Source: an optimization exercise on an open RTL-to-GDS flow (aim: small area). Production flows keep margins and buffers that such runs may drop.
Where RTL was checked, it was by simulation tests only, not by an equivalence proof against the original.
Power figures rest on the tool's default switching activity, not on a simulated workload.

Setup of before:
Design tdc_readout_top, start of the top module:
module tdc_readout_top
#(
    parameter int FIFO_STAGES  = 4,
    parameter int STAGE_DEPTH  = 8,
    parameter int CLKS_PER_BIT = 64,
    parameter int READ_LIMIT   = 1024
) (
    input  wire            clkWizard,
    input  wire            finish_mem_reset,
    input  wire            measure_done,
    input  wire [31:0]     measure_word,
    input  wire            start_writing,
    input  wire            start_reading,
    output logic           led_write_err,
    output logic           led_write_stage,
    output logic           led_read_stage,
    output logic           tx
);
Size in the first run: roughly 2500 cells after synthesis, ~1100 flip-flops, ~41 I/O pins, ~0.031 mm^2 of cells after synthesis.
clock: 5.0 ns
lec_check: 0
cap_margin: 20
core_margin: 2
core_utilization: 40
slew_margin: 20
run.sh (not shown) runs the stock make flow with config.mk's settings and CLKGATE_MAP_FILE= SYNTH_SCRIPT=/design/flow/synth_recipe.tcl, a recipe that flattens the netlist after the stock synthesis.
before finished every stage and its layout cleared the timing, design-rule and antenna checks.
## Diff of input files: after against before
- CTS_BUF_LIST newly set to sky130_fd_sc_hd__clkbuf_4
[summary]
- Hold slack down 0.022 ns in after wrt before
- Changes observed in after relative to before: number of synthesized flops with an enable pin shows no meaningful change; share of cell area taken by flip-flops and latches +0.66 points.
No run of this note included a check of the RTL's function; only the layout flow was run.

========
juniper:
Another version of the RTL of tdc_readout_top (not shown whole).
Size in the first run: about 2000 cells after synthesis, ~1100 flip-flops, ~0.028 sq mm of cells after synthesis.
## tdc_readout_top
module tdc_readout_top
#(
    parameter int FIFO_STAGES  = 4,
    parameter int STAGE_DEPTH  = 8,
    parameter int CLKS_PER_BIT = 64,
    parameter int READ_LIMIT   = 1024
) (
    input  wire            clkWizard,
    input  wire            finish_mem_reset,
    input  wire            measure_done,
    input  wire [31:0]     measure_word,
    input  wire            start_writing,
    input  wire            start_reading,
    output logic           led_write_err,
    output logic           led_write_stage,
    output logic           led_read_stage,
    output logic           tx
);
Settings: LEC_CHECK=0, CAP_MARGIN=20, CORE_MARGIN=2, CORE_UTILIZATION=65, CTS_BUF_LIST=sky130_fd_sc_hd__clkbuf_8, CTS_CLUSTER_DIAMETER=35, CTS_CLUSTER_SIZE=24, SLEW_MARGIN=20; clock period 5.0 ns.
standard.sh (not shown) runs the stock make flow with config.mk's settings and CLKGATE_MAP_FILE= SYNTH_SCRIPT=/design/flow/synth_recipe.tcl, a recipe that flattens the netlist after the stock synthesis.
==> flow/flow/run.sh <==
#!/bin/bash
set -euo pipefail
export BUFFER_PORTS_ARGS="-buffer_cell sky130_fd_sc_hd__buf_1"
bash standard.sh > make.log 2>&1
--- input diff juniper..quartz ---
==> flow/run.sh (new file) <==
#!/bin/bash
# synth_recipe.tcl (not shown) runs the flow's synth.tcl, then flattens the netlist and writes it again
# the make line also repeats each setting of config.mk as NAME=value (left out here)
make -C /OpenROAD-flow-scripts/flow DESIGN_CONFIG=/design/flow/config.mk WORK_HOME=/design/flow/orfs CLKGATE_MAP_FILE= SYNTH_SCRIPT=/design/flow/synth_recipe.tcl finish
diff --git a/flow/config.mk b/flow/config.mk
--- a/flow/config.mk
+++ b/flow/config.mk
@@ -10 +10 @@
-export CORE_UTILIZATION = 65
+export CORE_UTILIZATION = 60
@@ -12,2 +12,2 @@
-export CTS_CLUSTER_DIAMETER = 35
-export CTS_CLUSTER_SIZE = 24
+export CTS_CLUSTER_DIAMETER = 60
+export CTS_CLUSTER_SIZE = 20
removed: flow/flow/run.sh
removed: flow/standard.sh
Notes after the runs:
- From juniper to quartz the numbers moved as follows: final critical path time including I/O delays and setup rose 33 ps, die area +8.2%, worst path setup slack after routing shows a reduction of 33 ps, final cell area excluding filler cells went down.
- Compared with juniper, quartz shows a higher pin count of the biggest net entering global routing.
- Summary: with juniper as the reference, half-perimeter wire length after detailed placement in quartz moved up by a few percent.
- Row wire length: quartz lower / juniper higher
- quartz vs. juniper: period utilization +0.66 points; total design power -about 13%; number of tap cells inserted +3.8%.
#### Input delta (willow over quartz)
==> flow/flow/run.sh (new file) <==
#!/bin/bash
set -euo pipefail
export BUFFER_PORTS_ARGS="-buffer_cell sky130_fd_sc_hd__buf_1"
bash standard.sh > make.log 2>&1
==> flow/standard.sh (new file) <==
#!/bin/bash
# synth_recipe.tcl (not shown) runs the flow's synth.tcl, then flattens the netlist and writes it again
# the make line also repeats each setting of config.mk as NAME=value (left out here)
make -C /OpenROAD-flow-scripts/flow DESIGN_CONFIG=/design/flow/config.mk WORK_HOME=/design/flow/orfs CLKGATE_MAP_FILE= SYNTH_SCRIPT=/design/flow/synth_recipe.tcl "${@:-finish}"
diff --git a/flow/config.mk b/flow/config.mk
--- a/flow/config.mk
+++ b/flow/config.mk
@@ -10 +10 @@
-export CORE_UTILIZATION = 60
+export CORE_UTILIZATION = 65
@@ -12,2 +12,2 @@
-export CTS_CLUSTER_DIAMETER = 60
-export CTS_CLUSTER_SIZE = 20
+export CTS_CLUSTER_DIAMETER = 45
+export CTS_CLUSTER_SIZE = 22
removed: flow/run.sh
## What came out
No run among quartz and willow stopped early or left any final violation; all are clean.
On combinational group power, willow tracks quartz almost exactly.
Delta (willow minus quartz): met2 usage in global routing moved up, fraction of the core area covered by cells at the end of the flow grew by 6.6 points, placed wire-length estimate after detailed placement saw a decrease, global-route wire length before repair went down by about 2%.
Final design instance area without fill ended up about 1.8% higher on willow than on quartz.
Looking at final cycle utilization of the critical path across quartz and willow, the one that comes out lower is willow.
Destination of the critical timing path: pos_e[12][11]$_DFF_P_ -> willow, pos_e[9][19]$_DFF_P_ -> quartz
Share of total power in the clock network: willow higher than quartz
| routed wire length | willow vs quartz | better |
What pepper does differently from willow at the input level:
==> flow/run.sh (new file) <==
#!/bin/bash
# synth_recipe.tcl (not shown) runs the flow's synth.tcl, then flattens the netlist and writes it again
# the make line also repeats each setting of config.mk as NAME=value (left out here)
make -C /OpenROAD-flow-scripts/flow DESIGN_CONFIG=/design/flow/config.mk WORK_HOME=/design/flow/orfs CLKGATE_MAP_FILE= SYNTH_SCRIPT=/design/flow/synth_recipe.tcl finish
diff --git a/flow/config.mk b/flow/config.mk
--- a/flow/config.mk
+++ b/flow/config.mk
@@ -10,4 +10,4 @@
-export CORE_UTILIZATION = 65
-export CTS_BUF_LIST = sky130_fd_sc_hd__clkbuf_8
-export CTS_CLUSTER_DIAMETER = 45
-export CTS_CLUSTER_SIZE = 22
+export CORE_UTILIZATION = 70
+export CTS_BUF_LIST = sky130_fd_sc_hd__clkbuf_16
+export CTS_CLUSTER_DIAMETER = 60
+export CTS_CLUSTER_SIZE = 30
removed: flow/flow/run.sh
removed: flow/standard.sh
Notes after the runs:
Between willow and pepper, the detailed placer's ending HPWL does not differ in any meaningful way.
What willow reported for maximum number of pins on one net before global-route repair has to be multiplied by 1.13 to get the figure for pepper.
The number of sequential cells in the layout on willow is in line with that on pepper.
pepper vs. willow: met2 track demand over resource in global routing went up by 1.5 points.
| growth of design area from synthesis to finish | pepper vs willow | 0.31 points lower |
Taking willow as the reference, in pepper clock transition at the register clock pins on the worst setup and hold paths after CTS saw a decrease, count of plain and timing-repair buffers in the layout saw a decrease, area of the die saw a decrease.

========
== P ==
The RTL this note starts from:
==> flow/design.v <==
`timescale 1ns/100ps
`default_nettype none
package tdc_readout_pkg;
    localparam int NB_BYTE        = 8;
    localparam int BYTES_PER_WORD = 4;
    localparam int NB_WORD        = NB_BYTE * BYTES_PER_WORD;
    localparam int NB_FINE   = 12;
    localparam int NB_COARSE = NB_WORD - NB_FINE;
    localparam int UART_DATA_BITS  = 8;
    localparam int UART_FRAME_BITS = UART_DATA_BITS + 2;
    typedef struct packed {
        logic [NB_COARSE-1:0] coarse_count;
        logic [NB_FINE-1:0]   fine_code;
    } tdc_meas_t;
    typedef union packed {
        tdc_meas_t                              meas;
        logic [BYTES_PER_WORD-1:0][NB_BYTE-1:0] bytes;
    } tdc_word_u;
endpackage
`default_nettype wire
`timescale 1ns/100ps
`default_nettype none
module tdc_readout_top
#(
    parameter int FIFO_STAGES  = 4,
    parameter int STAGE_DEPTH  = 8,
    parameter int CLKS_PER_BIT = 64,
    parameter int READ_LIMIT   = 1024
) (
    input  wire            clkWizard,
    input  wire            finish_mem_reset,
    input  wire            measure_done,
    input  wire [31:0]     measure_word,
    input  wire            start_writing,
    input  wire            start_reading,
    output logic           led_write_err,
    output logic           led_write_stage,
    output logic           led_read_stage,
    output logic           tx
);
    localparam int DEPTH = FIFO_STAGES * STAGE_DEPTH;    
    localparam int PAIRS = DEPTH / 2;
    localparam int CW    = $clog2(DEPTH + 1);            
    localparam int SW    = $clog2(DEPTH);                
    wire rst = finish_mem_reset;
    logic writing, reading;
    wire  idle = !writing && !reading;
    wire  writing_nx = !rst && (idle ? start_writing : (writing && !start_reading));
    wire  reading_nx = !rst && (reading || (idle ? !start_writing && start_reading
                                                 : (writing && start_reading)));
    always_ff @(posedge clkWizard) begin
        writing <= writing_nx;
        reading <= reading_nx;
    end
    logic [CW-1:0] cnt;
    wire           full = cnt[CW-1];
    logic          can_push;     
    wire           push = measure_done && can_push;
    always_ff @(posedge clkWizard) begin
        if (rst) begin
            led_write_err   <= 1'b0;
            led_write_stage <= 1'b0;
            led_read_stage  <= 1'b0;
        end else begin
            led_write_err   <= measure_done && writing && full;
            led_write_stage <= writing;
            led_read_stage  <= reading;
        end
    end
    logic [2:0] arrived;
    wire        head_valid = arrived[2] && (cnt != '0);
    logic       holding;
    wire        take = reading && head_valid && !holding;
    wire [CW-1:0] cnt_nx = rst  ? '0 :
                           push ? cnt + 1'b1 :
                           take ? cnt - 1'b1 : cnt;
    wire          can_push_nx = writing_nx && !cnt_nx[CW-1];
    always_ff @(posedge clkWizard) begin
        cnt      <= cnt_nx;
        can_push <= can_push_nx;
        if (rst)
            arrived <= '0;
        else
            arrived <= {arrived[1:0], cnt != '0};
    end
    logic          odd;          
    logic          pending;      
    logic          direct;       
    logic          pending_n;    
    logic          direct_n;     
    logic [SW-1:0] shifts;       
    logic          cons_pend;    
    logic          consume;      
    wire align  = reading && (shifts != '0);
    wire rd_go  = (align || cons_pend) && !odd;
    wire shift  = pending || (measure_done && direct) || rd_go;
    wire hold   = pending_n && (!measure_done || direct_n) && !rd_go;
    wire odd_nx     = !rst && !shift && !odd;
    wire pending_nx = !rst && push && (pending || odd);
    wire direct_nx  = can_push_nx && !odd_nx && !pending_nx;
    always_ff @(posedge clkWizard) begin
        odd       <= odd_nx;
        pending   <= pending_nx;
        pending_n <= !pending_nx;
        direct    <= direct_nx;
        direct_n  <= !direct_nx;
        if (rst) begin
            shifts    <= '0;
            cons_pend <= 1'b0;
        end else begin
            if (shift && !cons_pend)
                shifts <= shifts + 1'b1;
            cons_pend <= consume || (cons_pend && odd);
        end
    end
    logic        ph_a, ph_b;
    logic [31:0] dly;
    logic [31:0] pos_e [0:PAIRS-1];
    logic [31:0] pos_o [0:PAIRS-1];
    always_ff @(posedge clkWizard) begin
        if (rst) begin
            ph_a <= 1'b0;
            ph_b <= 1'b0;
        end else begin
            ph_a <= !ph_b;
            ph_b <= ph_a;
        end
    end
    always_ff @(posedge clkWizard) begin
        dly <= measure_word;
    end
    wire [31:0] src_n = ~((dly | {32{pending_n}}) & (measure_word | {32{pending}}));
    wire [31:0] src   = src_n ^ {32{!ph_b}};
    always_ff @(posedge clkWizard) begin
        pos_e[0] <= ~((src | {32{hold}}) & (pos_o[0] | {32{shift}}));
        for (int i = 1; i < PAIRS; i++)
            pos_e[i] <= ~((pos_o[i-1] | {32{hold}}) & (pos_o[i] | {32{shift}}));
        for (int i = 0; i < PAIRS; i++)
            pos_o[i] <= pos_e[i];
    end
    logic [1:0] byte_idx;        
    logic       send;
    logic       busy;
    always_ff @(posedge clkWizard) begin
        if (rst) begin
            holding  <= 1'b0;
            byte_idx <= '0;
            send     <= 1'b0;
        end else begin
            send <= holding && !busy && !send;
            if (take)
                holding <= 1'b1;
            else if (send && byte_idx == 2'd3)
                holding <= 1'b0;
            if (send)
                byte_idx <= byte_idx + 1'b1;
        end
    end
    logic [5:0] tick;
    logic [3:0] bit_idx;
    wire        bit_end = (tick == 6'd63);
    wire [1:0] cur_byte = byte_idx - 1'b1;
    wire       head_bit = pos_o[PAIRS-1][{cur_byte, bit_idx[2:0]}] ^ ph_b;
    logic      pre;
    wire       data_bit = odd ? pre : head_bit;
    always_ff @(posedge clkWizard) begin
        if (!odd)
            pre <= head_bit;
    end
    assign consume = busy && bit_end && (bit_idx == 4'd8) && (cur_byte == 2'd3);
    always_ff @(posedge clkWizard) begin
        if (rst) begin
            busy    <= 1'b0;
            tx      <= 1'b1;
            tick    <= '0;
            bit_idx <= '0;
        end else if (!busy) begin
            if (send) begin
                busy <= 1'b1;
                tx   <= 1'b0;
            end
        end else begin
            tick <= tick + 1'b1;
            if (bit_end) begin
                if (bit_idx == 4'd9) begin
                    busy    <= 1'b0;
                    tx      <= 1'b1;
                    bit_idx <= '0;
                end else begin
                    bit_idx <= bit_idx + 1'b1;
                    tx      <= bit_idx[3] ? 1'b1 : data_bit;
                end
            end
        end
    end
endmodule
`default_nettype wire
==> flow/config.mk <==
export PLATFORM = sky130hd
export DESIGN_NAME = tdc_readout_top
export DESIGN_NICKNAME = tdc_readout_top
export VERILOG_FILES = /design/flow/design.v
export SDC_FILE = /design/flow/constraint.sdc
export NUM_CORES = 4
export LEC_CHECK = 0
export CAP_MARGIN = 20
export CORE_MARGIN = 2
export CORE_UTILIZATION = 60
export CTS_BUF_LIST = sky130_fd_sc_hd__clkbuf_8
export CTS_CLUSTER_DIAMETER = 60
export CTS_CLUSTER_SIZE = 22
export GPL_ROUTABILITY_DRIVEN = 0
export GPL_TIMING_DRIVEN = 0
export SLEW_MARGIN = 20
==> flow/constraint.sdc <==
create_clock -name core_clock -period 5.0 [get_ports {clkWizard}]
set_input_delay 1.0000 -clock core_clock [delete_from_list [all_inputs] [get_ports {clkWizard}]]
set_output_delay 1.0000 -clock core_clock [all_outputs]
set_load 0.01 [all_outputs]
==> flow/flow/run.sh <==
#!/bin/bash
set -euo pipefail
export BUFFER_PORTS_ARGS="-buffer_cell sky130_fd_sc_hd__buf_1"
export CTS_ARGS="-sink_clustering_enable -repair_clock_nets -sink_clustering_size 22 -sink_clustering_max_diameter 60 -buf_list sky130_fd_sc_hd__clkbuf_8 -dont_use_dummy_load"
bash standard.sh > make.log 2>&1
In summary, P completed successfully, with a layout that passed the timing, design-rule and antenna checks.
Changes in Q relative to P:
- CORE_UTILIZATION now 74, was 60
- GPL_ROUTABILITY_DRIVEN no longer set, was 0
- GPL_TIMING_DRIVEN no longer set, was 0
==> results.txt <==
Re initial antenna violation count: no difference whatsoever between Q and P. Row fraction of layout instances using a drive strength above 1: Q lower / P higher. Compared with P, in Q total power draw dropped 1.0%; power per standard cell area climbed about 1.5%; final design instance area without fill has decreased; setup slack dropped 0.18 ns; sequential share of layout area shows an increase of 1.9 points. Note that the largest net degree at the start of global routing recorded for P amounts to 0.13 times the value seen in Q. The instance count after placement with tap cells included reported for Q is smaller than that of P by 253.
Modified inputs, R compared to Q
- swapping 74 for 60 in CORE_UTILIZATION
==> flow/run.sh (new file) <==
#!/bin/bash
# synth_recipe.tcl (not shown) runs the flow's synth.tcl, then flattens the netlist and writes it again
# the make line also repeats each setting of config.mk as NAME=value (left out here)
make -C /OpenROAD-flow-scripts/flow DESIGN_CONFIG=/design/flow/config.mk WORK_HOME=/design/flow/orfs CLKGATE_MAP_FILE= SYNTH_SCRIPT=/design/flow/synth_recipe.tcl finish
removed: flow/flow/run.sh
removed: flow/standard.sh
## What came out
Relative to Q, wire length of the first global-routing pass has increased by 3.7% in R.
Cmp R and Q / portion of total power attributed to combinational logic / higher: Q
The die extent in y in R was higher than what Q gave.
Going from Q to R, total power consumption of the routed design picked up an extra 0.76%, utilization of the core after routing lost 14 points, clock network fraction of design power picked up an extra 0.9 points.

[re-timing with driven ports]
The results above use ideal ports. As a check the final layouts listed here were re-extracted and re-timed, cells and wires unchanged.
Step 1 (the two cells are an assumption about what drives the block):
set clk [get_ports {clkWizard}]
set_driving_cell -lib_cell sky130_fd_sc_hd__clkbuf_16 $clk
set_driving_cell -lib_cell sky130_fd_sc_hd__buf_2 [delete_from_list [all_inputs] $clk]
Step 2 adds t to the input delays and takes it off the output delays; t is the mean of the earliest and latest rising clock arrival at the registers after step 1. Input paths then give back, and output paths get back, about the clock's delay inside the block.
Three values: no drivers, after step 1, after step 2; two values: the first two.
run | t, ns | setup WS [ns] | hold WS [ns]
before | 0.686 | 2.249 / 2.284 / 1.598 | 0.416 / 0.416 / 0.416
after | 1.075 | 2.053 / 1.996 / 1.561 | 0.394 / 0.394 / 0.394
juniper | 0.794 | 1.935 / 1.935 / 1.744 | 0.308 / 0.308 / 0.308
quartz | 0.743 | 1.902 / 1.902 / 1.506 | 0.325 / 0.325 / 0.325
willow | 0.712 | 1.935 / 1.935 / 1.771 | 0.316 / 0.316 / 0.316
pepper | 0.658 | 2.070 / 2.070 / 1.489 | 0.326 / 0.326 / 0.326
P | 0.717 | 2.139 / 2.139 / 1.844 | 0.313 / 0.313 / 0.313
Q | 0.716 | 1.960 / 1.960 / 1.854 | 0.319 / 0.319 / 0.319
R | 0.738 | 2.124 / 2.124 / 1.466 | 0.317 / 0.317 / 0.317
After both steps every run listed still meets setup and hold. The setup slack of R, which loses most, moves by 0.000 ns with the drivers and by -0.658 ns with both steps.
